This design comes from an exercise in tuning for small area, a short achievable clock period and few clock cycles per item on the open sky130 flow, not from production work.
Only simulation tests tie the RTL to the original design; equivalence was not proved.
Power and IR drop assume default switching activity.

==> run a <==
==> flow/design.v (excerpt) <==
module break_edge_histogram
#(
   parameter int MAX_EDGES = 16,
   parameter int AGE_LIMIT = 2000
) (
   input  wire logic                    clock,
   input  wire logic                    reset,
   input  wire logic                    psel,
   input  wire logic                    penable,
   input  wire logic                    pwrite,
   input  wire logic [PADDR_W-1:0]      paddr,
   input  wire logic [PDATA_W-1:0]      pwdata,
   output logic      [PDATA_W-1:0]      prdata,
   output logic                         pready,
   input  wire logic                    req_valid,
   output logic                         req_ready,
   input  wire logic [1:0]              req_type,
   input  wire logic [SLOT_W-1:0]       req_slot,
   input  wire logic [EDGE_W-1:0]       req_edge_value,
   input  wire logic [AGE_W-1:0]        req_age,
   input  wire logic                    req_age_missing,
   input  wire logic signed [CNT_W-1:0] req_count,
   output logic                         rsp_valid,
   input  wire logic                    rsp_ready,
   output logic [1:0]                   rsp_status,
   output logic [SLOT_W-1:0]            rsp_group,
   output logic signed [TOT_W-1:0]      rsp_total,
   output logic [EDGE_W-1:0]            rsp_group_lower,
   output logic [EDGE_W-1:0]            rsp_group_upper
);
export LEC_CHECK = 0
export CAP_MARGIN = 20
export CORE_MARGIN = 2
export CORE_UTILIZATION = 40
export SETUP_SLACK_MARGIN = 3.5
export SLEW_MARGIN = 20
export TNS_END_PERCENT = 0
create_clock -name core_clock -period 7.0 [get_ports {clock}]
run.sh (not shown) runs the stock make flow with config.mk's settings and CLKGATE_MAP_FILE= SYNTH_SCRIPT=/design/flow/synth_recipe.tcl, a recipe that flattens the netlist after the stock synthesis.
==> inputs of run b, as changes to run a <==
--- a/flow/config.mk
+++ b/flow/config.mk
@@ -8,6 +8,8 @@
 export CAP_MARGIN = 20
 export CORE_MARGIN = 2
-export CORE_UTILIZATION = 40
-export SETUP_SLACK_MARGIN = 3.5
+export CORE_UTILIZATION = 55
+export CTS_CLUSTER_DIAMETER = 100
+export CTS_CLUSTER_SIZE = 28
+export SETUP_SLACK_MARGIN = 3.8
 export SLEW_MARGIN = 20
 export TNS_END_PERCENT = 0
==> run summary <==
Critical path:
- The cell with the most instances on the worst path is buf_6.
- The peak per-stage delay on the critical path is about 0.56 ns.

Status:
- The run finished with no timing, DRC or antenna violations.

Power:
- The worst supply voltage drop on vdd is roughly 160 µV.
[end of results for run a]
==> run summary <==
Final layout:
- Multi-input logic gates represent a cell area share of 0.286.

Critical path:
- The peak per-stage delay on the critical path is 0.54 ns.

Power:
- The total chip power is 14.1 mW.
- The worst supply voltage drop on vdd is 207 µV.

Route:
- In the final routing, the length of wire on met1 measures between 70000 and 80000 µm.

Status:
- The run finished with no timing, DRC or antenna violations.

Global route:
- Entering global routing, the biggest net connects between 150 and 200 pins.
[end of results for run b]
Testbench counts of run a, summed over its fixed seeds: cycles 24,506, items 24,000.
Testbench counts of run b, summed over its fixed seeds: cycles 24,506, items 24,000.

* * *

==> v39 <==
Starting RTL as in the previous note.
clock: 7.0 ns
lec_check: 0
cap_margin: 20
core_margin: 2
core_utilization: 55
cts_cluster_diameter: 100
cts_cluster_size: 24
setup_slack_margin: 3.5
slew_margin: 20
tns_end_percent: 0
==> v5 (differences from v39) <==
- CORE_UTILIZATION: 55 -> 65
- SETUP_SLACK_MARGIN: 3.5 -> 3.6
==> v6 (differences from v39) <==
- SETUP_SLACK_MARGIN: 3.5 -> 3.8
==> comparison <==
- v39 finished clean. v5 ran to the end with no violations. v6 produced a clean layout.
- Area after synthesis is the same in v39 and v5.
- Non-clock buffer count: v5 > v6 > v39.
- In sequential power, v6 and v39 hardly differ.
- The lowest sequential share of layout area belongs to v6, the highest to v39.
- Register-to-register slack, lowest first: v5, v39, v6.
- Against v5, the cell count of v39 is higher by 2.9%.
- In v6 the count of clock-buffer cells in the layout is lower than in v5, by 11.
- The highest final area belongs to v6, the lowest to v39.
- The lowest core utilization belongs to v39, the highest to v5.
- In v6 the via count is larger than in v39, by about 0.8%.
==> figures <==
Outcome: v6 timing/DRC/antenna clean; v5 timing/DRC/antenna clean; v39 timing/DRC/antenna clean
Endpoint required time on the critical path: v6 7410 ps; v5 7510 ps; v39 7460 ps
Final setup skew: v6 44.3 ps; v5 41.5 ps; v39 43.0 ps
Sw Share: v6 0.253; v5 0.250; v39 0.252
Highest routed metal layer: v6 met4; v5 met5; v39 met5
Die extent in y: v6 320 um; v5 295 um; v39 320 um
Placed Instance Area: v6 0.0582 sq mm; v5 0.0578 sq mm; v39 0.0582 sq mm
Post-route cell area: v6 0.0617 sq mm; v5 0.0614 sq mm; v39 0.0610 sq mm
Final setup margin: v6 2990 ps; v5 2760 ps; v39 2890 ps
Number of diodes added for antenna fixing: v6 3; v5 4; v39 2
Clk pwr: v6 0.00389 W; v5 0.00383 W; v39 0.00390 W
Number of antenna violations at the first check in global routing: v6 8; v5 11; v39 7
Router iterations before antenna repair: v6 10; v5 13; v39 10
Die width: v6 320 um; v5 295 um; v39 320 um
Seq power: v6 0.00887 W; v5 0.00888 W; v39 0.00887 W
Maximum clock frequency: v6 0.249 GHz; v5 0.236 GHz; v39 0.243 GHz
Total detailed-routing wirelength: v6 198 mm; v5 192 mm; v39 196 mm
Arrival time at the worst endpoint: v6 4420 ps; v5 4750 ps; v39 4570 ps
Sequential share of cell area: v6 0.594; v5 0.596; v39 0.601
Pin count of the biggest net entering global routing: v6 180; v5 131; v39 180
PwrDens: v6 232 mW/mm^2; v5 232 mW/mm^2; v39 233 mW/mm^2
Placeable core area: v6 0.0986 sq mm; v5 0.0836 sq mm; v39 0.0986 sq mm
Testbench counts of v39, summed over its fixed seeds: cycles 24,506, items 24,000.
Testbench counts of v5, summed over its fixed seeds: cycles 24,506, items 24,000.
Testbench counts of v6, summed over its fixed seeds: cycles 24,506, items 24,000.

==> port drivers added, routing unchanged <==
Ports are ideal in the flow. The routed layouts listed here were re-timed in OpenROAD.
Step 1: set_driving_cell puts a clkbuf_16 on clock and a buf_2 on each other input, an assumption about the parent block.
Step 2 adds t to the input delays and takes it off the output delays; t is the mean of the earliest and latest rising clock arrival at the registers after step 1. Input paths then give back, and output paths get back, about the clock's delay inside the block.
a / b / c = ideal / step 1 / step 2; a / b = the first two.
run | t, ns | setup slack, ns | worst hold slack (ns) | latest minus earliest clock arrival (ns) | pins driven straight from the clock port
run a | 0.847 | 3.034 / 3.034 / 2.264 | 0.428 / 0.428 / 0.428 | 0.041 / 0.041 | 1
run b | 0.770 | 2.809 / 2.809 / 2.223 | 0.440 / 0.440 / 0.440 | 0.044 / 0.044 | 1
v39 | 0.786 | 2.887 / 2.887 / 2.207 | 0.436 / 0.436 / 0.436 | 0.044 / 0.043 | 1
v5 | 0.768 | 2.764 / 2.764 / 2.206 | 0.434 / 0.434 / 0.434 | 0.047 / 0.047 | 1
v6 | 0.784 | 2.990 / 2.990 / 2.314 | 0.435 / 0.435 / 0.435 | 0.044 / 0.045 | 1
After both steps every run listed still meets setup and hold. For run a, which loses most, drivers alone change the setup slack by 0.000 ns; drivers and shift together by -0.770 ns.
